From an optimization exercise on the open Yosys and OpenROAD flow, aimed at small area; shortcuts taken in it are not production practice. In this exercise RTL edits were held to simulation tests only and were not proved equivalent to the original. Power is estimated from default activity; no workload was simulated.

--- flow/config.mk ---
export PLATFORM = sky130hd
export DESIGN_NAME = binary_column_entropy_sum_core
export DESIGN_NICKNAME = binary_column_entropy_sum_core
export VERILOG_FILES = /design/flow/design.v
export SDC_FILE = /design/flow/constraint.sdc
export NUM_CORES = 4
export LEC_CHECK = 0
export ABC_AREA = 1
export CAP_MARGIN = 20
export CORE_MARGIN = 2
export CORE_UTILIZATION = 65
export CTS_BUF_LIST = sky130_fd_sc_hd__clkbuf_4
export PLACE_DENSITY = 0.72
export SLEW_MARGIN = 20
--- flow/constraint.sdc ---
create_clock -name core_clock -period 11.0 [get_ports {i_clk}]
set_input_delay 2.2000 -clock core_clock [delete_from_list [all_inputs] [get_ports {i_clk}]]
set_output_delay 2.2000 -clock core_clock [all_outputs]
set_load 0.01 [all_outputs]
--- flow/design.v ---
package bce_pkg;
    localparam int ROWS_W = 7;
    localparam int ACC_W  = 29;
    localparam int FR_W   = 21;
    function automatic logic frac_bit(input logic [4:0] mi, input logic [4:0] t);
        case ({mi, t})
            10'd512: frac_bit = 1'b1;
            10'd513: frac_bit = 1'b1;
            10'd523: frac_bit = 1'b1;
            10'd524: frac_bit = 1'b1;
            10'd525: frac_bit = 1'b1;
            10'd527: frac_bit = 1'b1;
            10'd529: frac_bit = 1'b1;
            10'd532: frac_bit = 1'b1;
            10'd256: frac_bit = 1'b1;
            10'd258: frac_bit = 1'b1;
            10'd259: frac_bit = 1'b1;
            10'd260: frac_bit = 1'b1;
            10'd261: frac_bit = 1'b1;
            10'd264: frac_bit = 1'b1;
            10'd266: frac_bit = 1'b1;
            10'd267: frac_bit = 1'b1;
            10'd270: frac_bit = 1'b1;
            10'd273: frac_bit = 1'b1;
            10'd275: frac_bit = 1'b1;
            10'd769: frac_bit = 1'b1;
            10'd771: frac_bit = 1'b1;
            10'd772: frac_bit = 1'b1;
            10'd774: frac_bit = 1'b1;
            10'd775: frac_bit = 1'b1;
            10'd776: frac_bit = 1'b1;
            10'd778: frac_bit = 1'b1;
            10'd780: frac_bit = 1'b1;
            10'd782: frac_bit = 1'b1;
            10'd783: frac_bit = 1'b1;
            10'd784: frac_bit = 1'b1;
            10'd787: frac_bit = 1'b1;
            10'd788: frac_bit = 1'b1;
            10'd131: frac_bit = 1'b1;
            10'd140: frac_bit = 1'b1;
            10'd141: frac_bit = 1'b1;
            10'd142: frac_bit = 1'b1;
            10'd144: frac_bit = 1'b1;
            10'd146: frac_bit = 1'b1;
            10'd385: frac_bit = 1'b1;
            10'd387: frac_bit = 1'b1;
            10'd389: frac_bit = 1'b1;
            10'd391: frac_bit = 1'b1;
            10'd392: frac_bit = 1'b1;
            10'd393: frac_bit = 1'b1;
            10'd396: frac_bit = 1'b1;
            10'd397: frac_bit = 1'b1;
            10'd399: frac_bit = 1'b1;
            10'd401: frac_bit = 1'b1;
            10'd402: frac_bit = 1'b1;
            10'd403: frac_bit = 1'b1;
            10'd640: frac_bit = 1'b1;
            10'd649: frac_bit = 1'b1;
            10'd651: frac_bit = 1'b1;
            10'd653: frac_bit = 1'b1;
            10'd654: frac_bit = 1'b1;
            10'd657: frac_bit = 1'b1;
            10'd658: frac_bit = 1'b1;
            10'd660: frac_bit = 1'b1;
            10'd896: frac_bit = 1'b1;
            10'd897: frac_bit = 1'b1;
            10'd898: frac_bit = 1'b1;
            10'd899: frac_bit = 1'b1;
            10'd900: frac_bit = 1'b1;
            10'd901: frac_bit = 1'b1;
            10'd904: frac_bit = 1'b1;
            10'd906: frac_bit = 1'b1;
            10'd912: frac_bit = 1'b1;
            10'd914: frac_bit = 1'b1;
            10'd915: frac_bit = 1'b1;
            10'd916: frac_bit = 1'b1;
            10'd71: frac_bit = 1'b1;
            10'd74: frac_bit = 1'b1;
            10'd75: frac_bit = 1'b1;
            10'd78: frac_bit = 1'b1;
            10'd79: frac_bit = 1'b1;
            10'd81: frac_bit = 1'b1;
            10'd193: frac_bit = 1'b1;
            10'd194: frac_bit = 1'b1;
            10'd200: frac_bit = 1'b1;
            10'd201: frac_bit = 1'b1;
            10'd202: frac_bit = 1'b1;
            10'd203: frac_bit = 1'b1;
            10'd205: frac_bit = 1'b1;
            10'd206: frac_bit = 1'b1;
            10'd207: frac_bit = 1'b1;
            10'd208: frac_bit = 1'b1;
            10'd209: frac_bit = 1'b1;
            10'd210: frac_bit = 1'b1;
            10'd322: frac_bit = 1'b1;
            10'd323: frac_bit = 1'b1;
            10'd324: frac_bit = 1'b1;
            10'd326: frac_bit = 1'b1;
            10'd327: frac_bit = 1'b1;
            10'd328: frac_bit = 1'b1;
            10'd330: frac_bit = 1'b1;
            10'd331: frac_bit = 1'b1;
            10'd335: frac_bit = 1'b1;
            10'd338: frac_bit = 1'b1;
            10'd339: frac_bit = 1'b1;
            10'd448: frac_bit = 1'b1;
            10'd450: frac_bit = 1'b1;
            10'd456: frac_bit = 1'b1;
            10'd462: frac_bit = 1'b1;
            10'd463: frac_bit = 1'b1;
            10'd468: frac_bit = 1'b1;
            10'd579: frac_bit = 1'b1;
            10'd580: frac_bit = 1'b1;
            10'd581: frac_bit = 1'b1;
            10'd582: frac_bit = 1'b1;
            10'd585: frac_bit = 1'b1;
            10'd587: frac_bit = 1'b1;
            10'd588: frac_bit = 1'b1;
            10'd591: frac_bit = 1'b1;
            10'd594: frac_bit = 1'b1;
            10'd596: frac_bit = 1'b1;
            10'd705: frac_bit = 1'b1;
            10'd707: frac_bit = 1'b1;
            10'd715: frac_bit = 1'b1;
            10'd717: frac_bit = 1'b1;
            10'd723: frac_bit = 1'b1;
            10'd724: frac_bit = 1'b1;
            10'd835: frac_bit = 1'b1;
            10'd836: frac_bit = 1'b1;
            10'd839: frac_bit = 1'b1;
            10'd842: frac_bit = 1'b1;
            10'd844: frac_bit = 1'b1;
            10'd845: frac_bit = 1'b1;
            10'd846: frac_bit = 1'b1;
            10'd848: frac_bit = 1'b1;
            10'd849: frac_bit = 1'b1;
            10'd851: frac_bit = 1'b1;
            10'd852: frac_bit = 1'b1;
            10'd963: frac_bit = 1'b1;
            10'd966: frac_bit = 1'b1;
            10'd967: frac_bit = 1'b1;
            10'd971: frac_bit = 1'b1;
            10'd975: frac_bit = 1'b1;
            10'd977: frac_bit = 1'b1;
            10'd978: frac_bit = 1'b1;
            10'd979: frac_bit = 1'b1;
            10'd980: frac_bit = 1'b1;
            10'd32: frac_bit = 1'b1;
            10'd34: frac_bit = 1'b1;
            10'd35: frac_bit = 1'b1;
            10'd37: frac_bit = 1'b1;
            10'd39: frac_bit = 1'b1;
            10'd40: frac_bit = 1'b1;
            10'd41: frac_bit = 1'b1;
            10'd43: frac_bit = 1'b1;
            10'd45: frac_bit = 1'b1;
            10'd46: frac_bit = 1'b1;
            10'd48: frac_bit = 1'b1;
            10'd96: frac_bit = 1'b1;
            10'd97: frac_bit = 1'b1;
            10'd98: frac_bit = 1'b1;
            10'd100: frac_bit = 1'b1;
            10'd104: frac_bit = 1'b1;
            10'd105: frac_bit = 1'b1;
            10'd109: frac_bit = 1'b1;
            10'd114: frac_bit = 1'b1;
            10'd160: frac_bit = 1'b1;
            10'd163: frac_bit = 1'b1;
            10'd164: frac_bit = 1'b1;
            10'd166: frac_bit = 1'b1;
            10'd167: frac_bit = 1'b1;
            10'd168: frac_bit = 1'b1;
            10'd169: frac_bit = 1'b1;
            10'd172: frac_bit = 1'b1;
            10'd173: frac_bit = 1'b1;
            10'd175: frac_bit = 1'b1;
            10'd177: frac_bit = 1'b1;
            10'd178: frac_bit = 1'b1;
            10'd226: frac_bit = 1'b1;
            10'd233: frac_bit = 1'b1;
            10'd237: frac_bit = 1'b1;
            10'd240: frac_bit = 1'b1;
            10'd243: frac_bit = 1'b1;
            10'd288: frac_bit = 1'b1;
            10'd292: frac_bit = 1'b1;
            10'd296: frac_bit = 1'b1;
            10'd300: frac_bit = 1'b1;
            10'd301: frac_bit = 1'b1;
            10'd302: frac_bit = 1'b1;
            10'd304: frac_bit = 1'b1;
            10'd305: frac_bit = 1'b1;
            10'd307: frac_bit = 1'b1;
            10'd352: frac_bit = 1'b1;
            10'd353: frac_bit = 1'b1;
            10'd354: frac_bit = 1'b1;
            10'd356: frac_bit = 1'b1;
            10'd357: frac_bit = 1'b1;
            10'd358: frac_bit = 1'b1;
            10'd359: frac_bit = 1'b1;
            10'd360: frac_bit = 1'b1;
            10'd361: frac_bit = 1'b1;
            10'd365: frac_bit = 1'b1;
            10'd367: frac_bit = 1'b1;
            10'd368: frac_bit = 1'b1;
            10'd370: frac_bit = 1'b1;
            10'd371: frac_bit = 1'b1;
            10'd418: frac_bit = 1'b1;
            10'd422: frac_bit = 1'b1;
            10'd424: frac_bit = 1'b1;
            10'd426: frac_bit = 1'b1;
            10'd427: frac_bit = 1'b1;
            10'd428: frac_bit = 1'b1;
            10'd429: frac_bit = 1'b1;
            10'd431: frac_bit = 1'b1;
            10'd432: frac_bit = 1'b1;
            10'd433: frac_bit = 1'b1;
            10'd434: frac_bit = 1'b1;
            10'd435: frac_bit = 1'b1;
            10'd480: frac_bit = 1'b1;
            10'd481: frac_bit = 1'b1;
            10'd484: frac_bit = 1'b1;
            10'd485: frac_bit = 1'b1;
            10'd488: frac_bit = 1'b1;
            10'd489: frac_bit = 1'b1;
            10'd490: frac_bit = 1'b1;
            10'd491: frac_bit = 1'b1;
            10'd492: frac_bit = 1'b1;
            10'd493: frac_bit = 1'b1;
            10'd495: frac_bit = 1'b1;
            10'd496: frac_bit = 1'b1;
            10'd500: frac_bit = 1'b1;
            10'd544: frac_bit = 1'b1;
            10'd546: frac_bit = 1'b1;
            10'd548: frac_bit = 1'b1;
            10'd549: frac_bit = 1'b1;
            10'd551: frac_bit = 1'b1;
            10'd552: frac_bit = 1'b1;
            10'd553: frac_bit = 1'b1;
            10'd555: frac_bit = 1'b1;
            10'd557: frac_bit = 1'b1;
            10'd559: frac_bit = 1'b1;
            10'd560: frac_bit = 1'b1;
            10'd561: frac_bit = 1'b1;
            10'd564: frac_bit = 1'b1;
            10'd609: frac_bit = 1'b1;
            10'd615: frac_bit = 1'b1;
            10'd618: frac_bit = 1'b1;
            10'd623: frac_bit = 1'b1;
            10'd624: frac_bit = 1'b1;
            10'd626: frac_bit = 1'b1;
            10'd628: frac_bit = 1'b1;
            10'd672: frac_bit = 1'b1;
            10'd677: frac_bit = 1'b1;
            10'd680: frac_bit = 1'b1;
            10'd681: frac_bit = 1'b1;
            10'd683: frac_bit = 1'b1;
            10'd686: frac_bit = 1'b1;
            10'd688: frac_bit = 1'b1;
            10'd689: frac_bit = 1'b1;
            10'd690: frac_bit = 1'b1;
            10'd692: frac_bit = 1'b1;
            10'd739: frac_bit = 1'b1;
            10'd741: frac_bit = 1'b1;
            10'd742: frac_bit = 1'b1;
            10'd743: frac_bit = 1'b1;
            10'd752: frac_bit = 1'b1;
            10'd755: frac_bit = 1'b1;
            10'd756: frac_bit = 1'b1;
            10'd803: frac_bit = 1'b1;
            10'd808: frac_bit = 1'b1;
            10'd809: frac_bit = 1'b1;
            10'd810: frac_bit = 1'b1;
            10'd813: frac_bit = 1'b1;
            10'd815: frac_bit = 1'b1;
            10'd817: frac_bit = 1'b1;
            10'd819: frac_bit = 1'b1;
            10'd820: frac_bit = 1'b1;
            10'd866: frac_bit = 1'b1;
            10'd867: frac_bit = 1'b1;
            10'd868: frac_bit = 1'b1;
            10'd871: frac_bit = 1'b1;
            10'd873: frac_bit = 1'b1;
            10'd874: frac_bit = 1'b1;
            10'd875: frac_bit = 1'b1;
            10'd876: frac_bit = 1'b1;
            10'd877: frac_bit = 1'b1;
            10'd882: frac_bit = 1'b1;
            10'd883: frac_bit = 1'b1;
            10'd884: frac_bit = 1'b1;
            10'd929: frac_bit = 1'b1;
            10'd931: frac_bit = 1'b1;
            10'd932: frac_bit = 1'b1;
            10'd935: frac_bit = 1'b1;
            10'd939: frac_bit = 1'b1;
            10'd942: frac_bit = 1'b1;
            10'd943: frac_bit = 1'b1;
            10'd944: frac_bit = 1'b1;
            10'd946: frac_bit = 1'b1;
            10'd947: frac_bit = 1'b1;
            10'd948: frac_bit = 1'b1;
            10'd992: frac_bit = 1'b1;
            10'd997: frac_bit = 1'b1;
            10'd998: frac_bit = 1'b1;
            10'd999: frac_bit = 1'b1;
            10'd1000: frac_bit = 1'b1;
            10'd1002: frac_bit = 1'b1;
            10'd1006: frac_bit = 1'b1;
            10'd1008: frac_bit = 1'b1;
            10'd1009: frac_bit = 1'b1;
            10'd1010: frac_bit = 1'b1;
            10'd1011: frac_bit = 1'b1;
            10'd1012: frac_bit = 1'b1;
            default: frac_bit = 1'b0;
        endcase
    endfunction
endpackage
module bce_engine (
    input  logic [6:0] i_x,
    input  logic [4:0] i_t,
    output logic       o_bit
);
    logic [2:0] e;      
    logic [4:0] mi;     
    logic       fbit;
    bce_frac_rom u_rom (.mi(mi), .t(i_t), .b(fbit));
    always_comb begin
        casez (i_x)
            7'b1??????: begin e = 3'd6; mi = i_x[5:1];          end
            7'b01?????: begin e = 3'd5; mi = i_x[4:0];          end
            7'b001????: begin e = 3'd4; mi = {i_x[3:0], 1'b0};  end
            7'b0001???: begin e = 3'd3; mi = {i_x[2:0], 2'b0};  end
            7'b00001??: begin e = 3'd2; mi = {i_x[1:0], 3'b0};  end
            7'b000001?: begin e = 3'd1; mi = {i_x[0], 4'b0};    end
            default:    begin e = 3'd0; mi = 5'd0;              end
        endcase
    end
    always_comb begin
        if (i_t < 5'(bce_pkg::FR_W)) begin
            o_bit = fbit;
        end else if (i_t < 5'(bce_pkg::FR_W + 3)) begin
            o_bit = e[i_t - 5'(bce_pkg::FR_W)];
        end else begin
            o_bit = 1'b0;
        end
    end
endmodule
module bce_frac_rom (
    input  logic [4:0] mi,
    input  logic [4:0] t,
    output logic       b
);
    logic new_n12, new_n13, new_n14, new_n15, new_n16, new_n17, new_n18, new_n19;
    logic new_n20, new_n21, new_n22, new_n23, new_n24, new_n25, new_n26, new_n27;
    logic new_n28, new_n29, new_n30, new_n31, new_n32, new_n33, new_n34, new_n35;
    logic new_n36, new_n37, new_n38, new_n39, new_n40, new_n41, new_n42, new_n43;
    logic new_n44, new_n45, new_n46, new_n47, new_n48, new_n49, new_n50, new_n51;
    logic new_n52, new_n53, new_n54, new_n55, new_n56, new_n57, new_n58, new_n59;
    logic new_n60, new_n61, new_n62, new_n63, new_n64, new_n65, new_n66, new_n67;
    logic new_n68, new_n69, new_n70, new_n71, new_n72, new_n73, new_n74, new_n75;
    logic new_n76, new_n77, new_n78, new_n79, new_n80, new_n81, new_n82, new_n83;
    logic new_n84, new_n85, new_n86, new_n87, new_n88, new_n89, new_n90, new_n91;
    logic new_n92, new_n93, new_n94, new_n95, new_n96, new_n97, new_n98, new_n99;
    logic new_n100, new_n101, new_n102, new_n103, new_n104, new_n105, new_n106, new_n107;
    logic new_n108, new_n109, new_n110, new_n111, new_n112, new_n113, new_n114, new_n115;
    logic new_n116, new_n117, new_n118, new_n119, new_n120, new_n121, new_n122, new_n123;
    logic new_n124, new_n125, new_n126, new_n127, new_n128, new_n129, new_n130, new_n131;
    logic new_n132, new_n133, new_n134, new_n135, new_n136, new_n137, new_n138, new_n139;
    logic new_n140, new_n141, new_n142, new_n143, new_n144, new_n145, new_n146, new_n147;
    logic new_n148, new_n149, new_n150, new_n151, new_n152, new_n153, new_n154, new_n155;
    logic new_n156, new_n157, new_n158, new_n159, new_n160, new_n161, new_n162, new_n163;
    logic new_n164, new_n165, new_n166, new_n167, new_n168, new_n169, new_n170, new_n171;
    logic new_n172, new_n173, new_n174, new_n175, new_n176, new_n177, new_n178, new_n179;
    logic new_n180, new_n181, new_n182, new_n183, new_n184, new_n185, new_n186, new_n187;
    logic new_n188, new_n189, new_n190, new_n191, new_n192, new_n193, new_n194, new_n195;
    logic new_n196, new_n197, new_n198, new_n199, new_n200, new_n201, new_n202, new_n203;
    logic new_n204, new_n205, new_n206, new_n207, new_n208, new_n209, new_n210, new_n211;
    logic new_n212, new_n213, new_n214, new_n215, new_n216, new_n217, new_n218, new_n219;
    logic new_n220, new_n221, new_n222, new_n223, new_n224, new_n225, new_n226, new_n227;
    logic new_n228, new_n229, new_n230, new_n231, new_n232, new_n233, new_n234, new_n235;
    logic new_n236, new_n237, new_n238, new_n239, new_n240, new_n241, new_n242, new_n243;
    logic new_n244, new_n245, new_n246, new_n247, new_n248, new_n249, new_n250, new_n251;
    assign new_n12 = ~mi[0]& t[4];
    assign new_n13 = mi[1]& ~new_n12;
    assign new_n14 = ~t[2]& ~t[3];
    assign new_n15 = t[4]& new_n14;
    assign new_n16 = ~mi[0]& ~t[1];
    assign new_n17 = new_n15 & ~new_n16;
    assign new_n18 = ~t[0]& new_n17;
    assign new_n19 = ~t[0]& new_n14;
    assign new_n20 = ~mi[0]& ~t[4];
    assign new_n21 = new_n19 & new_n20;
    assign new_n22 = ~t[1]& new_n21;
    assign new_n23 = ~t[2]& t[3];
    assign new_n24 = t[0]& new_n23;
    assign new_n25 = ~t[0]& t[2];
    assign new_n26 = t[1]& t[3];
    assign new_n27 = new_n25 & new_n26;
    assign new_n28 = ~new_n24 & ~new_n27;
    assign new_n29 = ~t[4]& ~new_n28;
    assign new_n30 = ~new_n22 & ~new_n29;
    assign new_n31 = ~new_n18 & new_n30;
    assign new_n32 = ~new_n13 & new_n31;
    assign new_n33 = t[1]& ~t[4];
    assign new_n34 = new_n19 & new_n33;
    assign new_n35 = t[0]& t[1];
    assign new_n36 = new_n14 & new_n35;
    assign new_n37 = ~mi[1]& ~new_n36;
    assign new_n38 = ~t[2]& ~t[4];
    assign new_n39 = t[0]& ~t[1];
    assign new_n40 = ~mi[0]& new_n39;
    assign new_n41 = ~new_n38 & new_n40;
    assign new_n42 = ~t[0]& new_n26;
    assign new_n43 = t[1]& ~t[2];
    assign new_n44 = ~new_n42 & new_n43;
    assign new_n45 = mi[0]& ~t[4];
    assign new_n46 = t[3]& ~new_n25;
    assign new_n47 = new_n45 & ~new_n46;
    assign new_n48 = ~new_n44 & ~new_n47;
    assign new_n49 = ~new_n41 & new_n48;
    assign new_n50 = new_n37 & ~new_n49;
    assign new_n51 = t[4]& ~new_n14;
    assign new_n52 = new_n32 & ~new_n51;
    assign new_n53 = ~new_n19 & new_n28;
    assign new_n54 = new_n45 & ~new_n53;
    assign new_n55 = ~t[3]& new_n33;
    assign new_n56 = ~new_n54 & ~new_n55;
    assign new_n57 = t[0]& ~new_n56;
    assign new_n58 = mi[0]& t[1];
    assign new_n59 = ~t[4]& ~new_n58;
    assign new_n60 = t[2]& t[3];
    assign new_n61 = new_n20 & new_n35;
    assign new_n62 = new_n60 & ~new_n61;
    assign new_n63 = new_n59 & new_n62;
    assign new_n64 = new_n38 & new_n42;
    assign new_n65 = ~t[0]& ~t[1];
    assign new_n66 = t[2]& ~t[3];
    assign new_n67 = new_n65 & new_n66;
    assign new_n68 = new_n14 & new_n58;
    assign new_n69 = ~new_n67 & ~new_n68;
    assign new_n70 = ~new_n64 & new_n69;
    assign new_n71 = ~new_n63 & new_n70;
    assign new_n72 = ~new_n57 & new_n71;
    assign new_n73 = ~new_n52 & new_n72;
    assign new_n74 = ~new_n50 & ~new_n73;
    assign new_n75 = t[0]& ~new_n32;
    assign new_n76 = t[1]& ~new_n75;
    assign new_n77 = new_n74 & new_n76;
    assign new_n78 = t[0]& ~new_n74;
    assign new_n79 = new_n15 & ~new_n78;
    assign new_n80 = ~new_n77 & new_n79;
    assign new_n81 = ~new_n34 & ~new_n80;
    assign new_n82 = ~new_n32 & ~new_n81;
    assign new_n83 = ~mi[0]& ~t[2];
    assign new_n84 = ~t[3]& ~new_n83;
    assign new_n85 = ~new_n46 & ~new_n84;
    assign new_n86 = ~new_n40 & ~new_n43;
    assign new_n87 = ~new_n85 & new_n86;
    assign new_n88 = mi[1]& ~new_n87;
    assign new_n89 = ~t[4]& ~new_n88;
    assign new_n90 = ~new_n82 & ~new_n89;
    assign new_n91 = t[2]& new_n16;
    assign new_n92 = ~new_n65 & ~new_n91;
    assign new_n93 = ~new_n60 & ~new_n92;
    assign new_n94 = mi[0]& ~t[1];
    assign new_n95 = new_n60 & new_n94;
    assign new_n96 = ~mi[1]& ~new_n27;
    assign new_n97 = ~new_n95 & new_n96;
    assign new_n98 = ~new_n93 & new_n97;
    assign new_n99 = ~new_n90 & ~new_n98;
    assign new_n100 = new_n15 & new_n88;
    assign new_n101 = new_n81 & new_n100;
    assign new_n102 = ~new_n99 & ~new_n101;
    assign new_n103 = ~t[2]& ~new_n102;
    assign new_n104 = new_n45 & new_n66;
    assign new_n105 = t[0]& new_n104;
    assign new_n106 = mi[0]& t[4];
    assign new_n107 = ~new_n37 & ~new_n106;
    assign new_n108 = ~new_n105 & ~new_n107;
    assign new_n109 = ~new_n54 & new_n108;
    assign new_n110 = ~mi[3]& ~new_n109;
    assign new_n111 = ~new_n103 & ~new_n110;
    assign new_n112 = new_n15 & new_n39;
    assign new_n113 = new_n38 & new_n94;
    assign new_n114 = ~new_n112 & ~new_n113;
    assign new_n115 = new_n20 & new_n26;
    assign new_n116 = new_n114 & ~new_n115;
    assign new_n117 = mi[1]& ~new_n61;
    assign new_n118 = ~new_n83 & ~new_n117;
    assign new_n119 = ~t[0]& ~t[3];
    assign new_n120 = t[1]& ~new_n23;
    assign new_n121 = new_n45 & ~new_n120;
    assign new_n122 = ~new_n68 & ~new_n121;
    assign new_n123 = new_n119 & ~new_n122;
    assign new_n124 = ~new_n118 & ~new_n123;
    assign new_n125 = new_n116 & new_n124;
    assign new_n126 = ~new_n111 & ~new_n125;
    assign new_n127 = t[3]& new_n39;
    assign new_n128 = ~mi[3]& ~new_n127;
    assign new_n129 = ~mi[1]& t[0];
    assign new_n130 = new_n15 & new_n129;
    assign new_n131 = new_n20 & new_n43;
    assign new_n132 = ~new_n130 & ~new_n131;
    assign new_n133 = new_n102 & new_n132;
    assign new_n134 = ~new_n128 & ~new_n133;
    assign new_n135 = ~mi[2]& ~new_n134;
    assign new_n136 = ~new_n126 & new_n135;
    assign new_n137 = new_n39 & ~new_n84;
    assign new_n138 = ~new_n23 & ~new_n26;
    assign new_n139 = ~mi[0]& ~new_n138;
    assign new_n140 = mi[1]& ~new_n139;
    assign new_n141 = ~new_n137 & new_n140;
    assign new_n142 = ~t[4]& ~new_n141;
    assign new_n143 = new_n81 & ~new_n142;
    assign new_n144 = t[4]& new_n65;
    assign new_n145 = ~new_n42 & ~new_n144;
    assign new_n146 = mi[0]& ~new_n145;
    assign new_n147 = ~mi[0]& ~new_n63;
    assign new_n148 = ~t[3]& new_n39;
    assign new_n149 = ~new_n43 & ~new_n148;
    assign new_n150 = ~new_n147 & new_n149;
    assign new_n151 = ~t[4]& ~new_n150;
    assign new_n152 = ~new_n146 & ~new_n151;
    assign new_n153 = new_n37 & ~new_n152;
    assign new_n154 = ~mi[3]& ~new_n153;
    assign new_n155 = ~new_n143 & new_n154;
    assign new_n156 = mi[1]& ~new_n144;
    assign new_n157 = ~new_n66 & ~new_n146;
    assign new_n158 = new_n33 & ~new_n157;
    assign new_n159 = t[0]& ~t[4];
    assign new_n160 = ~new_n20 & ~new_n159;
    assign new_n161 = ~new_n114 & new_n160;
    assign new_n162 = t[4]& new_n67;
    assign new_n163 = ~new_n161 & ~new_n162;
    assign new_n164 = ~new_n17 & ~new_n105;
    assign new_n165 = new_n117 & new_n164;
    assign new_n166 = new_n163 & new_n165;
    assign new_n167 = ~new_n158 & new_n166;
    assign new_n168 = ~new_n156 & ~new_n167;
    assign new_n169 = new_n38 & new_n65;
    assign new_n170 = ~new_n21 & ~new_n169;
    assign new_n171 = t[1]& new_n60;
    assign new_n172 = ~new_n160 & new_n171;
    assign new_n173 = ~new_n121 & ~new_n172;
    assign new_n174 = new_n170 & new_n173;
    assign new_n175 = ~new_n168 & new_n174;
    assign new_n176 = ~new_n47 & ~new_n113;
    assign new_n177 = t[0]& ~new_n176;
    assign new_n178 = ~mi[0]& new_n144;
    assign new_n179 = ~new_n51 & ~new_n178;
    assign new_n180 = ~new_n25 & ~new_n83;
    assign new_n181 = new_n26 & ~new_n180;
    assign new_n182 = new_n59 & new_n119;
    assign new_n183 = ~new_n181 & ~new_n182;
    assign new_n184 = new_n179 & new_n183;
    assign new_n185 = ~new_n177 & new_n184;
    assign new_n186 = ~mi[1]& ~new_n185;
    assign new_n187 = mi[3]& ~new_n186;
    assign new_n188 = ~new_n175 & new_n187;
    assign new_n189 = mi[2]& ~new_n188;
    assign new_n190 = ~new_n155 & new_n189;
    assign new_n191 = ~new_n136 & ~new_n190;
    assign new_n192 = ~mi[4]& ~new_n191;
    assign new_n193 = t[0]& ~new_n14;
    assign new_n194 = new_n20 & ~new_n23;
    assign new_n195 = ~new_n66 & new_n194;
    assign new_n196 = ~new_n17 & ~new_n104;
    assign new_n197 = ~new_n195 & new_n196;
    assign new_n198 = ~t[1]& ~new_n197;
    assign new_n199 = new_n193 & new_n198;
    assign new_n200 = mi[2]& ~new_n199;
    assign new_n201 = t[0]& new_n14;
    assign new_n202 = new_n116 & new_n201;
    assign new_n203 = t[1]& new_n104;
    assign new_n204 = ~new_n202 & ~new_n203;
    assign new_n205 = new_n200 & new_n204;
    assign new_n206 = ~t[2]& new_n42;
    assign new_n207 = ~new_n35 & ~new_n201;
    assign new_n208 = ~new_n43 & ~new_n207;
    assign new_n209 = ~new_n206 & ~new_n208;
    assign new_n210 = new_n45 & ~new_n209;
    assign new_n211 = ~new_n35 & ~new_n171;
    assign new_n212 = t[2]& ~new_n127;
    assign new_n213 = new_n211 & new_n212;
    assign new_n214 = ~new_n24 & ~new_n213;
    assign new_n215 = new_n20 & ~new_n214;
    assign new_n216 = t[3]& new_n61;
    assign new_n217 = ~mi[2]& ~new_n216;
    assign new_n218 = ~new_n18 & new_n217;
    assign new_n219 = ~new_n215 & new_n218;
    assign new_n220 = ~new_n210 & new_n219;
    assign new_n221 = ~new_n205 & ~new_n220;
    assign new_n222 = t[0]& new_n131;
    assign new_n223 = ~new_n168 & ~new_n222;
    assign new_n224 = ~new_n221 & new_n223;
    assign new_n225 = new_n31 & new_n200;
    assign new_n226 = ~new_n19 & ~new_n193;
    assign new_n227 = new_n45 & ~new_n226;
    assign new_n228 = new_n217 & ~new_n227;
    assign new_n229 = ~new_n198 & new_n228;
    assign new_n230 = ~new_n225 & ~new_n229;
    assign new_n231 = new_n163 & new_n168;
    assign new_n232 = ~new_n230 & new_n231;
    assign new_n233 = ~new_n224 & ~new_n232;
    assign new_n234 = ~mi[3]& ~new_n233;
    assign new_n235 = new_n20 & new_n211;
    assign new_n236 = ~new_n133 & new_n235;
    assign new_n237 = ~new_n38 & ~new_n39;
    assign new_n238 = ~new_n159 & ~new_n237;
    assign new_n239 = ~new_n14 & ~new_n67;
    assign new_n240 = ~new_n238 & ~new_n239;
    assign new_n241 = new_n45 & ~new_n211;
    assign new_n242 = ~mi[1]& ~new_n241;
    assign new_n243 = ~new_n240 & new_n242;
    assign new_n244 = ~new_n236 & new_n243;
    assign new_n245 = mi[2]& ~new_n167;
    assign new_n246 = ~new_n244 & new_n245;
    assign new_n247 = ~mi[2]& new_n74;
    assign new_n248 = mi[3]& ~new_n247;
    assign new_n249 = ~new_n246 & new_n248;
    assign new_n250 = ~new_n234 & ~new_n249;
    assign new_n251 = mi[4]& ~new_n250;
    assign b = ~new_n192 & ~new_n251;
endmodule
module binary_column_entropy_sum_core
#(
    parameter int MAX_ROWS    = 64,
    parameter int MAX_COLUMNS = 4096,
    parameter int FRAC_BITS   = 16
) (
    input  logic              i_clk,
    input  logic              i_rst_n,
    input  logic              i_cfg_we,
    input  logic [6:0]        i_cfg_wdata,
    input  logic              s_axis_tvalid,
    output logic              s_axis_tready,
    input  logic [63:0]       s_axis_tdata,
    input  logic              s_axis_tlast,
    output logic              m_axis_tvalid,
    input  logic              m_axis_tready,
    output logic [31:0]       m_axis_tdata,
    output logic              m_axis_tuser
);
    localparam logic [2:0] S_IDLE = 3'd0, S_COUNT = 3'd1, S_MAC = 3'd2, S_DIV = 3'd3,
                           S_ADD = 3'd4, S_FIX = 3'd5, S_OUT = 3'd6, S_CLR = 3'd7;
    logic [2:0]  r_st;
    logic [6:0]  r_rows;
    logic [63:0] r_sh;       
    logic [6:0]  r_m, r_k;
    logic [5:0]  r_cnt;
    logic [1:0]  r_ph;
    logic [7:0]  r_a;        
    logic [28:0] r_tot;
    logic        r_ovf, r_last;
    logic        idle, xfer;
    logic [6:0]  m_eff;
    logic [6:0]  x;
    logic        lbit;
    logic        bb;
    logic [7:0]  a_sum;
    logic        loop_wr, loop_bit;
    logic [6:0]  rem_t;
    logic [7:0]  rem_d;
    logic        q_bit;
    logic        add_b, add_s, add_c;
    logic        tot_en, tot_in;
    assign idle          = (r_st == S_IDLE);
    assign s_axis_tready = idle;
    assign m_axis_tvalid = (r_st == S_OUT);
    assign m_axis_tdata  = {3'b000, r_tot};
    assign m_axis_tuser  = r_ovf;
    assign m_eff = (r_rows == 7'd0) ? 7'd1 : (r_rows > 7'd64) ? 7'd64 : r_rows;
    assign x = (r_ph == 2'd0) ? r_m : (r_ph == 2'd1) ? r_k : (r_m - r_k);
    bce_engine u_log (
        .i_x   (x),
        .i_t   (r_cnt[4:0]),
        .o_bit (lbit)
    );
    assign bb    = lbit ^ (r_ph != 2'd0);
    assign a_sum = r_a + (bb ? {1'b0, x} : 8'd0);
    assign rem_t = {r_a[5:0], r_sh[0]};
    assign rem_d = {1'b0, rem_t} - {1'b0, r_m};
    assign q_bit = !rem_d[7];
    always_comb begin
        loop_wr  = 1'b0;
        loop_bit = r_sh[0];
        if (r_st == S_COUNT || r_st == S_CLR) begin
            loop_bit = r_sh[25];
        end else if (r_st == S_FIX) begin
            loop_bit = 1'b0;
        end else if (r_st == S_MAC && r_ph == 2'd2 && r_cnt >= 6'd4) begin
            loop_wr  = 1'b1;
            loop_bit = a_sum[0];
        end else if (r_st == S_DIV && r_k == 7'd24) begin
            loop_bit = q_bit;
        end
    end
    assign add_b = !(r_cnt[4] && r_cnt[3]) && r_sh[0];
    assign add_s = r_tot[0] ^ add_b ^ r_a[0];
    assign add_c = (r_tot[0] & add_b) | (r_tot[0] & r_a[0]) | (add_b & r_a[0]);
    always_comb begin
        tot_en = 1'b0;
        tot_in = 1'b0;
        case (r_st)
            S_ADD: begin
                tot_en = (r_ph == 2'd2);
                tot_in = add_s;
            end
            S_FIX: begin
                tot_en = 1'b1;
                tot_in = r_tot[0] & !(r_ovf && r_cnt != 6'd28);
            end
            S_CLR: begin
                tot_en = 1'b1;
                tot_in = 1'b0;
            end
            default: ;
        endcase
    end
    always_ff @(posedge i_clk) begin
        if (!i_rst_n) begin
            r_rows <= 7'd64;
        end else if (i_cfg_we) begin
            r_rows <= i_cfg_wdata;
        end
    end
    assign xfer = idle && s_axis_tvalid;
    always_ff @(posedge i_clk) begin
        r_sh[63:25] <= {1'b0, r_sh[63:26]} | (xfer ? s_axis_tdata[63:25] : 39'd0);
        r_sh[24]    <= loop_bit | (xfer && s_axis_tdata[24]);
        r_sh[23:0]  <= r_sh[24:1] | (xfer ? s_axis_tdata[23:0] : 24'd0);
    end
    always_ff @(posedge i_clk) begin
        if (tot_en) r_tot <= {tot_in, r_tot[28:1]};
    end
    always_ff @(posedge i_clk) begin
        if (!i_rst_n) begin
            r_st  <= S_CLR;
            r_cnt <= 6'd0;
        end else begin
            case (r_st)
                S_IDLE: begin
                    r_m    <= m_eff;
                    r_last <= s_axis_tlast;
                    r_k    <= 7'd0;
                    r_cnt  <= 6'd0;
                    if (s_axis_tvalid) r_st <= S_COUNT;
                end
                S_COUNT: begin
                    if (r_sh[0]) r_k <= r_k + 7'd1;
                    r_cnt <= r_cnt + 6'd1;
                    r_ph  <= 2'd0;
                    r_a   <= {1'b0, r_m};
                    if ({1'b0, r_cnt} + 7'd1 == r_m) begin
                        r_cnt <= 6'd0;
                        r_st  <= S_MAC;
                    end
                end
                S_MAC: begin
                    if (r_ph == 2'd2) begin
                        r_ph  <= 2'd0;
                        r_a   <= a_sum >> 1;
                        r_cnt <= r_cnt + 6'd1;
                        if (r_cnt == 6'd28) begin
                            r_a   <= 8'd0;
                            r_cnt <= 6'd4;
                            r_k   <= 7'd0;
                            r_st  <= S_DIV;
                        end
                    end else begin
                        r_ph <= r_ph + 2'd1;
                        r_a  <= a_sum;
                    end
                end
                S_DIV: begin
                    r_k <= r_k + 7'd1;
                    if (r_k == 7'd24) begin
                        r_k      <= 7'd3;
                        r_a[5:0] <= q_bit ? rem_d[5:0] : rem_t[5:0];
                        r_cnt    <= r_cnt + 6'd1;
                        if (r_cnt == 6'd28) begin
                            r_a[1:0] <= {1'b0, q_bit};   
                            r_ph  <= 2'd0;
                            r_cnt <= 6'd0;
                            r_st  <= S_ADD;
                        end
                    end
                end
                S_ADD: begin
                    r_ph <= (r_ph == 2'd2) ? 2'd0 : r_ph + 2'd1;
                    if (r_ph == 2'd2) begin
                        r_a[1:0] <= {r_a[1] | add_s, add_c};
                        r_cnt <= r_cnt + 6'd1;
                        if (r_cnt == 6'd28) begin
                            if (add_s && r_a[1]) r_ovf <= 1'b1;
                            r_cnt <= 6'd0;
                            r_st  <= S_FIX;
                        end
                    end
                end
                S_FIX: begin
                    r_cnt <= r_cnt + 6'd1;
                    if (r_cnt == 6'd28) begin
                        r_cnt <= 6'd0;
                        r_st  <= r_last ? S_OUT : S_IDLE;
                    end
                end
                S_OUT: begin
                    if (m_axis_tready) r_st <= S_CLR;
                end
                default: begin  
                    r_cnt <= r_cnt + 6'd1;
                    r_ovf <= 1'b0;
                    if (r_cnt == 6'd63) begin
                        r_cnt <= 6'd0;
                        r_st  <= S_IDLE;
                    end
                end
            endcase
        end
    end
endmodule
--- flow/flow/run.sh ---
#!/bin/bash
# Own layout flow: the standard layout (standard.sh: the standard synthesis, floorplan,
# power grid, placement, CTS, routing) with three changes:
#  - after the floorplan, combinational cells are set to drive strength 1 (downsize.tcl);
#    placement's repair_design then sizes up wherever slew, capacitance or timing needs it;
#  - the port buffers that global placement inserts are buf_1 instead of the cell that
#    buffer_ports picks by default (each port still gets its own buffer);
#  - clock tree synthesis uses clkbuf_4 and inserts no dummy loads.
# Each tool's output goes to its own log here; each ORFS step also logs under orfs/logs/.
set -euo pipefail
export BUFFER_PORTS_ARGS="-buffer_cell sky130_fd_sc_hd__buf_1"
export CTS_ARGS="-sink_clustering_enable -repair_clock_nets -buf_list sky130_fd_sc_hd__clkbuf_4 -dont_use_dummy_load"
bash standard.sh floorplan > standard_floorplan.log 2>&1
DOWNSIZE_ODB=orfs/results/sky130hd/binary_column_entropy_sum_core/base/2_floorplan.odb openroad -no_init -exit flow/downsize.tcl > downsize.log 2>&1
bash standard.sh > standard_flow.log 2>&1
--- flow/flow/downsize.tcl ---
# Set every combinational cell of the floorplanned netlist to its smallest drive strength
# (X_1) where the library has one. Flip-flops, tie cells and tap cells are left alone.
# Placement's repair_design (3_4_place_resized) later upsizes or buffers wherever slew,
# capacitance or fanout needs it, and timing repair fixes any path that then fails.
set odb_file $::env(DOWNSIZE_ODB)
read_db $odb_file
set db [ord::get_db]
set block [[$db getChip] getBlock]
set n 0
foreach inst [$block getInsts] {
  set m [[$inst getMaster] getName]
  if {![regexp {^sky130_fd_sc_hd__([a-z0-9]+)_([0-9]+)$} $m -> base drv]} { continue }
  if {$drv <= 1} { continue }
  if {[regexp {^(s?e?df|dl|sdl|tap|conb|clk|decap|fill|diode|lpflow|probe)} $base]} { continue }
  set nm [$db findMaster "sky130_fd_sc_hd__${base}_1"]
  if {$nm == "NULL" || $nm == ""} { continue }
  $inst swapMaster $nm
  incr n
}
puts "downsize: $n cells set to drive strength 1"
write_db $odb_file
--- flow/standard.sh ---
#!/bin/bash
# synth_recipe.tcl (not shown) runs the flow's synth.tcl, then flattens the netlist and writes it again
# the make line also repeats each setting of config.mk as NAME=value (left out here)
make -C /OpenROAD-flow-scripts/flow DESIGN_CONFIG=/design/flow/config.mk WORK_HOME=/design/flow/orfs CLKGATE_MAP_FILE= SYNTH_SCRIPT=/design/flow/synth_recipe.tcl "${@:-finish}"
==> flow_summary_export.csv, run 1 <==
group,metric,value,unit
run_status,status,"finished clean",
final_layout,instances_no_fill,1152,
global_route,first_global_vias,6803,
clock_tree,hold_buffers,0,
run,drv_cap,0,
route,via_per_inst,6.11,
clock_tree,insertion_delay,0.52,ns
critical_path,required,11.25,ns
route,drtIter0Drc,894,
floorplanning,pin_count,112,
clock_tree,cts_max_path_buffers,2,
logic_synthesis,ys_seq_area_share,43.2,%
final_layout,diodes,0,
critical_path,crit_fanout,11,
logic_synthesis,synth_edf_count,55,
clock_tree,h-tree-depth,4,
floorplanning,die_y,112,um
timing,skew,0.0399,ns
placement,place.gp.congestion,1.06,
route,ant_nets,0,
route,dr_wl_met2,9.38,mm
route,wl_per_cell,17.3,um
placement,dp_cells,1135,
critical_path,cpMaxStageDelayCell,"edfxtp_1",
route,drc,0,
floorplanning,start_util,66.2,%
logic_synthesis,ys_ff_latch,135,
logic_synthesis,yosys_warnings,2,
final_layout,drive_above_1_share,2.38,%
worst_hold_path,hold_class,"reg -> reg",
critical_path,crit_type,"reg -> reg",
logic_synthesis,yosysUniqueCellTypes,57,
route,drt-total-wl,20.0,mm
power,powerDensity,250,mW/mm^2
critical_path,arrival,6.79,ns
logic_synthesis,synth-main-ff-cell,"dfxtp_1",
global_route,grt_use_total,32.3,%
critical_path,cpMostUsedCell,"nand2_1",
final_layout,area_growth_syn_to_layout,6.38,%
timing,finalCriticalPeriod,6.54,ns
route,top_layer,"met4",
clock_tree,tritoncts,"yes",
placement,numPortBuffers,108,
clock_tree,cts_sinks,135,
global_route,antenna_found_initial,0,
timing,tightestPinTransition,0.940,ns
final_layout,multi_input_area,0.00355,mm^2
logic_synthesis,yosys-top-cells-count,"nand2_1, inv_1, nor2_1, dfxtp_1, a31o_2",
logic_synthesis,syn_avg_cell_area,8.29,um^2
power,leakagePower,3.48,nW
critical_path,slowest_delay,0.49,ns
route,dr.pass1.iters,6,
logic_synthesis,netlist_area,0.00753,mm^2
timing,slew_headroom,36.9,%
final_layout,nets,1123,
floorplanning,coreArea,0.0114,mm^2
timing,period_share,59.4,%
global_route,grt_overflow,0,
clock_tree,clk_pin_slew,0.10,ns
clock_tree,root_buffer,"clkbuf_4",
logic_synthesis,synth_top_area_share,21.9,%
route,num_vias,7038,
timing,drv_slew,0,
critical_path,end_kind,"flip-flop",
clock_tree,ctsResizeCount,0,
final_layout,seq_area,0.00325,mm^2
route,drt-met1-wl,7.87,mm
timing,setup_viol,0,
timing,hold_viol,0,
global_route,grt_max_degree,66,
floorplanning,die_x,112,um
timing,fmax,153,MHz
clock_tree,cts_setup_buffers,0,
placement,dp_hpwl,15.1,mm
timing,rsz0062_at_grt,"no",
clock_tree,cts_buffers,17,
timing,setup_tns,0,ns
logic_synthesis,synth_top_area_cell,"edfxtp_1",
final_layout,fillCellCount,831,
logic_synthesis,synth_most_common_cell,"nand2_1",
logic_synthesis,postSynthCellCount,909,
floorplanning,rows,39,
logic_synthesis,ys_async_sr_fraction,0,%
critical_path,start_kind,"flip-flop",
floorplanning,dieArea,0.0125,mm^2
route,met3_length,2.01,mm
power,peakVddDrop,0.000194,V
global_route,grt_first_pass_wirelength,32.5,mm
critical_path,reg2reg_setup_slack,4.46,ns
logic_synthesis,synthTopCellsByArea,"edfxtp_1, dfxtp_1, nand2_1",
-- state kept, by name, summed over array words and instances, names as in the netlist, 2 cells and up --
| name | cells |
|---|---|
| r_k | 7 |
| r_st | 3 |
| r_m | 7 |
| r_a | 8 |
| r_rows | 7 |
| r_sh | 64 |
| r_tot | 29 |
| r_ph | 2 |
| r_cnt | 6 |
-- final timing paths --
kind | depth (start not counted) | startpoint | end
setup / recovery | 45 | r_m[0] | r_a[4]
hold / removal | 1 | r_sh[7] | r_sh[6]
setup reg to reg | 45 | r_m[0] | r_a[4]
hold reg to reg | 1 | r_sh[7] | r_sh[6]
-- layout by cell type, fill, tap and decap left out, types with 6 or more instances in the layout --
cell type,netlist,routed
nor3_1,9,9
ha_1,31,31
o2111ai_1,6,6
o211ai_1,11,11
o21ai_1,5,6
a21oi_1,59,59
nand2_1,162,169
o21ai_0,40,40
nand3_1,46,50
buf_1,2,107
dfxtp_1,80,80
inv_1,114,122
nor2_1,89,97
xnor2_1,9,9
edfxtp_1,55,55
xor2_1,9,9
clkbuf_4,0,17
nand4_1,14,14
a31o_1,0,62
-- kinds of logic after synthesis --
logic type      count (synthesis)  share of synthesized area [%]
simple gates                  353                           20.8
compound gates                212                           19.2
buf+inv                       155                           8.41
flops                         135                           43.2
fa+ha+maj                      35                           6.21
xor+xnor                       18                           2.09
other cells                     1                         0.0498
-- per-stage QoR --
step | total power [mW] | util, % | hold slack, ns | area (um^2) | setup WS (ns)
detailed placement | 1.76 | 69.4 | 0.401 | 7890 | 4.62
global route | 2.15 | 70.5 | 0.421 | 8010 | 3.67
CTS | 1.98 | 70.5 | 0.410 | 8010 | 4.62
global placement | 1.74 | 69.4 | 0.392 | 7890 | 4.77
finish | 2.00 | 70.5 | 0.407 | 8010 | 4.46
floorplan | 1.54 | - | 0.395 | 7540 | 5.91
-- final cells by class --
class | instances | area share, %
multi-input cells | 621 | 44.3
flip-flops and latches | 135 | 40.6
inverters | 124 | 5.81
repair buffers | 112 | 5.45
well taps | 143 | 2.23
clock buffers | 17 | 1.59
-- worst max-delay path, delay by kind of cell, from the launching register on --
kind                       cells  cell delay, ns
AOI/OAI and AO/OA              5            0.67
xor gates and xnor gates       1            0.23
adders and majority gates      4            1.11
buffers and inverters          4            0.45
DFF                            1            0.49
and+or+nand+nor               31            3.35
-- report_power, final --
part | switching, mW | internal (mW) | leakage (nW) | total [mW]
Sequential | 0.0913 | 0.710 | 1.18 | 0.802
Combinational | 0.653 | 0.333 | 2.22 | 0.986
Clock | 0.146 | 0.0707 | 0.0782 | 0.216
-- per-layer routing --
metal,GRT usage [%],vias to the layer above
li1,-,3303
met1,40.9,3207
met2,52.2,441
met3,8.44,87
met4,14.5,0
met5,0,-
==> run 2, diff against run 1 <==
==> flow/flow/run.sh (replaced) <==
#!/bin/bash
# Own layout flow: the standard layout (standard.sh) with these changes:
#  - after the standard synthesis, its combinational gates are re-mapped for area by ABC
#    (resyn.sh); the registers stay exactly as the standard synthesis made them;
#  - after the floorplan, combinational cells are set to drive strength 1 (downsize.tcl);
#    placement's repair_design then sizes up wherever slew, capacitance or timing needs it;
#  - the port buffers that global placement inserts are buf_1 instead of the cell that
#    buffer_ports picks by default (each port still gets its own buffer);
#  - clock tree synthesis uses clkbuf_4 and inserts no dummy loads.
# Each tool's output goes to its own log here; each ORFS step also logs under orfs/logs/.
set -euo pipefail
R=orfs/results/sky130hd/binary_column_entropy_sum_core/base
export BUFFER_PORTS_ARGS="-buffer_cell sky130_fd_sc_hd__buf_1"
export CTS_ARGS="-sink_clustering_enable -repair_clock_nets -buf_list sky130_fd_sc_hd__clkbuf_8 -dont_use_dummy_load"
bash standard.sh synth > standard_synth.log 2>&1
bash flow/resyn.sh $R/1_2_yosys.v > resyn.log 2>&1
rm -f $R/1_synth.odb $R/1_synth.sdc
bash standard.sh floorplan > standard_floorplan.log 2>&1
DOWNSIZE_ODB=$R/2_floorplan.odb openroad -no_init -exit flow/downsize.tcl > downsize.log 2>&1
bash standard.sh > standard_flow.log 2>&1
==> flow/flow/mkcells.py (new file) <==
#!/usr/bin/env python3
"""Split the cell models that Yosys writes from the liberty (cells_all.v) into
combinational models, which the resynthesis may rebuild, and blackbox stubs for every
other cell (flip-flops, latches, adders, tie, tap, fill, ...), which it keeps as they are.
Also writes the -dont_use arguments for ABC (the platform's list plus clock and delay
cells, which stay out of the logic)."""
import re, sys
src = open(sys.argv[1]).read()
mods = re.findall(r"(module (sky130_fd_sc_hd__\w+)\((.*?)\);(.*?)endmodule)", src, re.S)
skip = re.compile(r"__(conb|tap|fill|decap|diode|einv|ebuf|probe|lpflow|macro|dl|sdl|df|edf|sdf|sedf|fa_|fah|ha_|clk|dly|bufinv|bufbuf)")
comb, bb, dont = [], [], []
for full, name, ports, body in mods:
    if ("reg " in body) or ("always" in body) or skip.search(name) or ("assign" not in body):
        decl = [l.strip() for l in body.split("\n") if re.match(r"\s*(input|output|inout)\b", l)]
        bb.append("(* blackbox *)\nmodule %s(%s);\n  %s\nendmodule\n" % (name, ports, "\n  ".join(decl)))
        dont.append(name)
    else:
        comb.append(full + "\n")
open("comb_models.v", "w").write("\n".join(comb))
open("bb_stubs.v", "w").write("\n".join(bb))
open("dont_use.txt", "w").write(" ".join("-dont_use " + d for d in dont))
==> flow/flow/resyn.abc (new file) <==
strash
dch -f
map -a
topo
==> flow/flow/resyn.sh (new file) <==
#!/bin/bash
# Re-map the combinational logic of the standard synthesis netlist ($1, rewritten in place)
# for area with ABC (strash; dch -f; map -a). Flip-flops, adder cells and tie cells are
# kept as blackboxes, so every register keeps its instance name, its cell type and its
# connections; only the gates between them change. Output in the folder it runs in.
set -euo pipefail
NET=$1
LIB=$FLOW_HOME/platforms/sky130hd/lib/sky130_fd_sc_hd__tt_025C_1v80.lib
yosys -q -p "read_liberty -ignore_miss_func $LIB; write_verilog -noattr resyn_cells_all.v" > resyn_cells.log 2>&1
python3 flow/mkcells.py resyn_cells_all.v
cp "$NET" resyn_in.v
cat > resyn.ys <<EOY
read_verilog comb_models.v
read_verilog bb_stubs.v
read_verilog resyn_in.v
hierarchy -top $FLOW_TOP
flatten
opt_clean -purge
techmap
opt -fast
abc -script flow/resyn.abc -liberty $LIB $(cat dont_use.txt)
read_liberty -lib -ignore_redef $LIB
setundef -zero
opt_clean -purge
hilomap -singleton -hicell sky130_fd_sc_hd__conb_1 HI -locell sky130_fd_sc_hd__conb_1 LO
splitnets
opt_clean -purge
insbuf -buf sky130_fd_sc_hd__buf_4 A X
check -assert
tee -o resyn_stat.txt stat -liberty $LIB
write_verilog -noexpr -noattr -nohex -nodec resyn_out.v
EOY
yosys -s resyn.ys > resyn_yosys.log 2>&1
cp resyn_out.v "$NET"
--- a/flow/config.mk
+++ b/flow/config.mk
@@ -9,6 +9,6 @@
 export CAP_MARGIN = 20
 export CORE_MARGIN = 2
 export CORE_UTILIZATION = 65
-export CTS_BUF_LIST = sky130_fd_sc_hd__clkbuf_4
+export CTS_BUF_LIST = sky130_fd_sc_hd__clkbuf_8
 export PLACE_DENSITY = 0.72
 export SLEW_MARGIN = 20
==> flow_summary_export.csv, run 2 <==
group,metric,value,unit
floorplanning,pin_count,112,
route,ant_nets,0,
clock_tree,cts_sinks,135,
logic_synthesis,syn_avg_cell_area,8.64,um^2
power,peakVddDrop,0.000172,V
critical_path,cpMostUsedCell,"nand2_1",
final_layout,regMostFlops,"r_sh",
final_layout,largest_reg_flops,64,
logic_synthesis,yosys_warnings,2,
global_route,grt_max_degree,67,
critical_path,crit_fanout,11,
placement,place.gp.congestion,1.02,
timing,rsz0062_at_grt,"no",
floorplanning,die_y,109,um
route,drt-total-wl,21.3,mm
worst_hold_path,hold_class,"reg -> reg",
global_route,first_global_vias,6714,
final_layout,area_growth_syn_to_layout,10.6,%
logic_synthesis,postSynthCellCount,826,
power,p_sw,912,uW
worst_hold_path,min_to,"r_sh[49]",
critical_path,slowest_delay,0.70,ns
critical_path,crit_type,"reg -> reg",
placement,dp_hpwl,15.4,mm
clock_tree,cts_buffers,17,
critical_path,timing.rr.start,"r_m[0]",
timing,setup_viol,0,
final_layout,seq_area,0.00325,mm^2
route,via_per_inst,6.53,
global_route,antenna_found_initial,0,
timing,skew,0.0275,ns
run_status,status,"finished clean",
route,drtIter0Drc,1066,
clock_tree,root_buffer,"clkbuf_8",
timing,setup_tns,0,ns
critical_path,start_kind,"flip-flop",
timing,fmax,115,MHz
placement,pre_cts_slack,2.63,ns
route,num_vias,7004,
worst_hold_path,hold_path_startpoint,"r_sh[50]",
critical_path,r2r-end,"r_a[6]",
critical_path,ff2ff_path_depth,49,
clock_tree,h-tree-depth,4,
floorplanning,die_x,109,um
final_layout,multi_input_area,0.00333,mm^2
clock_tree,tritoncts,"yes",
timing,period_share,79.2,%
floorplanning,rows,38,
final_layout,fillCellCount,733,
power,switching_share,43.6,%
clock_tree,insertion_delay,0.45,ns
logic_synthesis,netlist_area,0.00714,mm^2
critical_path,required,11.16,ns
global_route,grt_use_total,37.3,%
clock_tree,cts_setup_buffers,0,
critical_path,reg2reg_setup_slack,2.29,ns
floorplanning,dieArea,0.0118,mm^2
global_route,grt_first_pass_wirelength,33.4,mm
final_layout,layout_common_cells,"inv_1, nor2_1, buf_1",
final_layout,drive_above_1_share,2.58,%
power,clock_power_share,14.2,%
worst_hold_path,min_path_cells,1,
critical_path,path_buf_inv,7,
critical_path,arrival,8.87,ns
run,drv_cap,0,
power,powerDensity,265,mW/mm^2
critical_path,crit_family,"compound AO/OA/AOI/OAI gates",
final_layout,final_common_cell,"inv_1",
final_layout,diodes,0,
floorplanning,start_util,66.1,%
global_route,grt_overflow,0,
timing,finalCriticalPeriod,8.71,ns
route,dr.pass1.iters,6,
clock_tree,clk_pin_slew,0.07,ns
power,intPower,1.18,mW
power,power_frac_comb,46.6,%
clock_tree,ctsResizeCount,0,
final_layout,top_regs,"r_sh: 64 flops, r_tot: 29 flops, r_a: 8 flops",
timing,holdWs,0.416,ns
route,wl_per_cell,19.8,um
power,finalPower,2.09,mW
power,pwr-share-seq,39.2,%
placement,numPortBuffers,108,
timing,tightestPinTransition,0.916,ns
clock_tree,cts_max_path_buffers,2,
critical_path,cpMaxStageDelayCell,"o22ai_1",
final_layout,nets,1046,
timing,drv_slew,0,
timing,slew_headroom,38.9,%
critical_path,end_kind,"flip-flop",
floorplanning,coreArea,0.0108,mm^2
power,leakagePower,3.21,nW
timing,fin_ws,2.29,ns
clock_tree,hold_buffers,0,
route,drc,0,
timing,hold_viol,0,
==> run 2: cell type report <==
| type | count | share of cell area [%] |
|---|---|---|
| Clock buffer | 17 | 2.96 |
| Sequential cell | 135 | 41.2 |
| Tap cell | 140 | 2.22 |
| Multi-Input combinational cell | 545 | 42.2 |
| Timing Repair Buffer | 112 | 5.57 |
| Inverter | 123 | 5.85 |
==> run 2: worst max-delay path by stage <==
stage / startpoint / endpoint / slack (ns) / cells after the start
after global routing: r_m[0] / r_a[6] / 1.39 / 49
after CTS: r_m[0] / r_a[6] / 2.59 / 49
after floorplan: r_m[0] / r_a[6] / 4.10 / 49
after detailed placement: r_m[0] / r_a[6] / 2.63 / 49
final: r_m[0] / r_a[6] / 2.29 / 49
after global placement: r_m[0] / r_a[6] / 3.20 / 49
==> run 2: per-stage QoR <==
stage                     std cells  area (um^2)  util [%]
after floorplan                 828         7150         -
after global placement         1055         7650      70.9
after detailed placement       1055         7650      70.9
after CTS                      1072         7890      73.1
after global routing           1072         7890      73.1
final                          1072         7890      73.1
==> run 2: per-layer routing <==
layer | track usage, % | part of all wire [%] | wire [um] | up-vias
met5 | 0 | 0 | 0 | -
met4 | 18.6 | 5.3 | 1120 | 0
met3 | 10.8 | 12 | 2450 | 145
met2 | 60.9 | 47 | 10000 | 576
met1 | 45.1 | 36 | 7650 | 3173
li1 | - | - | - | 3110
==> run 2: power by group through the flow <==
stage / sequential [mW] / clock [mW] / combinational, mW
after CTS: 0.817 / 0.298 / 0.937
after global placement: 0.807 / 0 / 0.899
final: 0.819 / 0.297 / 0.975
after global routing: 0.834 / 0.315 / 1.06
after floorplan: 0.818 / 0 / 0.648
after detailed placement: 0.823 / 0 / 0.924
==> run 3, diff against run 2 <==
--- a/flow/flow/run.sh
+++ b/flow/flow/run.sh
@@ -11,7 +11,7 @@
 set -euo pipefail
 R=orfs/results/sky130hd/binary_column_entropy_sum_core/base
 export BUFFER_PORTS_ARGS="-buffer_cell sky130_fd_sc_hd__buf_1"
-export CTS_ARGS="-sink_clustering_enable -repair_clock_nets -buf_list sky130_fd_sc_hd__clkbuf_8 -dont_use_dummy_load"
+export CTS_ARGS="-sink_clustering_enable -repair_clock_nets -buf_list sky130_fd_sc_hd__clkbuf_4 -dont_use_dummy_load"
 bash standard.sh synth > standard_synth.log 2>&1
 bash flow/resyn.sh $R/1_2_yosys.v > resyn.log 2>&1
 rm -f $R/1_synth.odb $R/1_synth.sdc
--- a/flow/config.mk
+++ b/flow/config.mk
@@ -9,6 +9,6 @@
 export CAP_MARGIN = 20
 export CORE_MARGIN = 2
 export CORE_UTILIZATION = 65
-export CTS_BUF_LIST = sky130_fd_sc_hd__clkbuf_8
+export CTS_BUF_LIST = sky130_fd_sc_hd__clkbuf_4
 export PLACE_DENSITY = 0.72
 export SLEW_MARGIN = 20
==> flow_summary_export.csv, run 3 <==
group,metric,value,unit
power,powerDensity,258,mW/mm^2
floorplanning,rows,38,
placement,place.gp.congestion,1.02,
timing,fin_ws,2.36,ns
global_route,first_global_vias,6646,
final_layout,top_regs,"r_sh: 64 flops, r_tot: 29 flops, r_a: 8 flops",
critical_path,cpMaxStageDelayCell,"o22ai_1",
logic_synthesis,yosys_warnings,2,
logic_synthesis,syn_avg_cell_area,8.64,um^2
timing,finalCriticalPeriod,8.64,ns
critical_path,crit_family,"compound AO/OA/AOI/OAI gates",
clock_tree,tritoncts,"yes",
placement,place_area,0.00765,mm^2
critical_path,crit_start,"r_m[0]",
route,wl_per_cell,19.6,um
global_route,grt-busiest-layer,"met2",
placement,pre_cts_slack,2.63,ns
global_route,use_met1,44.3,%
floorplanning,die_y,109,um
route,num_vias,6858,
floorplanning,pin_count,112,
clock_tree,h-tree-depth,4,
critical_path,arrival,8.90,ns
clock_tree,cts_max_path_buffers,2,
critical_path,crit_fanout,11,
power,finalPower,2.01,mW
floorplanning,start_util,66.1,%
timing,hold_viol,0,
critical_path,slowest_delay,0.70,ns
route,ant_nets,0,
floorplanning,die_x,109,um
final_layout,final_common_cell,"inv_1",
route,via_per_inst,6.40,
global_route,grt_max_degree,67,
final_layout,drive_above_1_share,2.58,%
critical_path,required,11.26,ns
route,drc,0,
timing,holdWs,0.419,ns
global_route,grt_use_met2,59.8,%
critical_path,end_kind,"flip-flop",
final_layout,nets,1046,
timing,skew,0.0451,ns
worst_hold_path,hold_path_startpoint,"r_sh[44]",
global_route,grt_first_pass_wirelength,33.1,mm
final_layout,regMostFlops,"r_sh",
power,leakagePower,3.17,nW
timing,setup_tns,0,ns
global_route,grt_overflow,0,
timing,period_share,78.5,%
clock_tree,clk_pin_slew,0.11,ns
logic_synthesis,postSynthCellCount,826,
final_layout,layout_common_cells,"inv_1, nor2_1, buf_1",
final_layout,largest_reg_flops,64,
logic_synthesis,netlist_area,0.00714,mm^2
route,dr.pass1.iters,8,
critical_path,reg2reg_setup_slack,2.36,ns
placement,dp_hpwl,15.4,mm
critical_path,timing.rr.start,"r_m[0]",
timing,rsz0062_at_grt,"no",
run_status,status,"finished clean",
clock_tree,hold_buffers,0,
clock_tree,insertion_delay,0.57,ns
worst_hold_path,hold_class,"reg -> reg",
route,drt-total-wl,21.0,mm
final_layout,fillCellCount,755,
global_route,antenna_found_initial,0,
timing,slew_headroom,38.7,%
final_layout,final_area,0.00778,mm^2
clock_tree,ctsResizeCount,0,
clock_tree,cts_sinks,135,
floorplanning,coreArea,0.0108,mm^2
timing,setup_viol,0,
global_route,grt_use_met3,10.9,%
final_layout,instances_no_fill,1072,
clock_tree,cts_buffers,17,
timing,fmax,116,MHz
placement,numPortBuffers,108,
final_layout,diodes,0,
critical_path,start_kind,"flip-flop",
floorplanning,dieArea,0.0118,mm^2
final_layout,postLayoutCoreUtil,72.1,%
route,drtIter0Drc,916,
final_layout,area_growth_syn_to_layout,9.06,%
run,drv_cap,0,
global_route,grt_use_total,36.7,%
critical_path,cpMostUsedCell,"nand2_1",
critical_path,crit_type,"reg -> reg",
critical_path,path_buf_inv,7,
power,peakVddDrop,0.000183,V
clock_tree,cts_setup_buffers,0,
timing,drv_slew,0,
clock_tree,root_buffer,"clkbuf_4",
timing,tightestPinTransition,0.920,ns
placement,dp_cells,1055,
## run 3: final timing paths
path / to / depth (start not counted)
setup / recovery: r_a[6] / 49
hold / removal: r_sh[43] / 1
setup reg to reg: r_a[6] / 49
hold reg to reg: r_sh[43] / 1
## run 3: power breakdown
group | internal, mW | total [mW] | leakage [nW] | switching [mW]
clock | 0.0703 | 0.222 | 0.0782 | 0.152
combinational | 0.324 | 0.967 | 1.91 | 0.642
sequential | 0.719 | 0.816 | 1.18 | 0.0975
## run 3: area by class of cell
| class | count | area, um^2 | share of cell area [%] |
|---|---|---|---|
| clock buffer | 17 | 128 | 1.64 |
| inverter | 123 | 462 | 5.93 |
| multi-input combinational | 545 | 3330 | 42.8 |
| sequential | 135 | 3250 | 41.8 |
| tap | 140 | 175 | 2.25 |
| timing repair buffer | 112 | 439 | 5.64 |
## run 3: worst register-to-register path: cells and delay by family (launching register included)
kind,cells,cell delay (ns)
adders and majority gates,3,0.91
xor gates and xnor gates,3,0.80
buffers and inverters,7,0.88
AOI/OAI and AO/OA,19,3.49
and+or+nand+nor,17,1.78
DFF,1,0.48
## run 3: metal layers
layer | share of wire, % | vias to the layer above
li1 | - | 3107
met1 | 36 | 3143
met2 | 48 | 492
met3 | 11 | 116
met4 | 4.5 | 0
met5 | 0 | -

==> afterwards: timing with drivers on the ports <==
How much do the figures lean on ideal ports? The routed layouts below were timed once more, with nothing changed but the port constraints.
Step 1, drivers: a clkbuf_16 drives i_clk and a buf_2 each remaining input, both assumed.
Step 2 adds t to the input delays and takes it off the output delays; t is the mean of the earliest and latest rising clock arrival at the registers after step 1. Input paths then give back, and output paths get back, about the clock's delay inside the block.
a / b / c = ideal ports / drivers / drivers and shift; a / b = the first two.
run | t (ns) | slack for setup (ns) | hold WS [ns] | worst setup path after step 2
run 1 | 0.538 | 4.464 / 4.464 / 4.464 | 0.407 / 0.407 / 0.407 | register to register
run 2 | 0.474 | 2.289 / 2.289 / 2.289 | 0.416 / 0.416 / 0.416 | register to register
run 3 | 0.576 | 2.363 / 2.363 / 2.363 | 0.419 / 0.419 / 0.419 | register to register
After both steps every run listed still meets setup and hold.
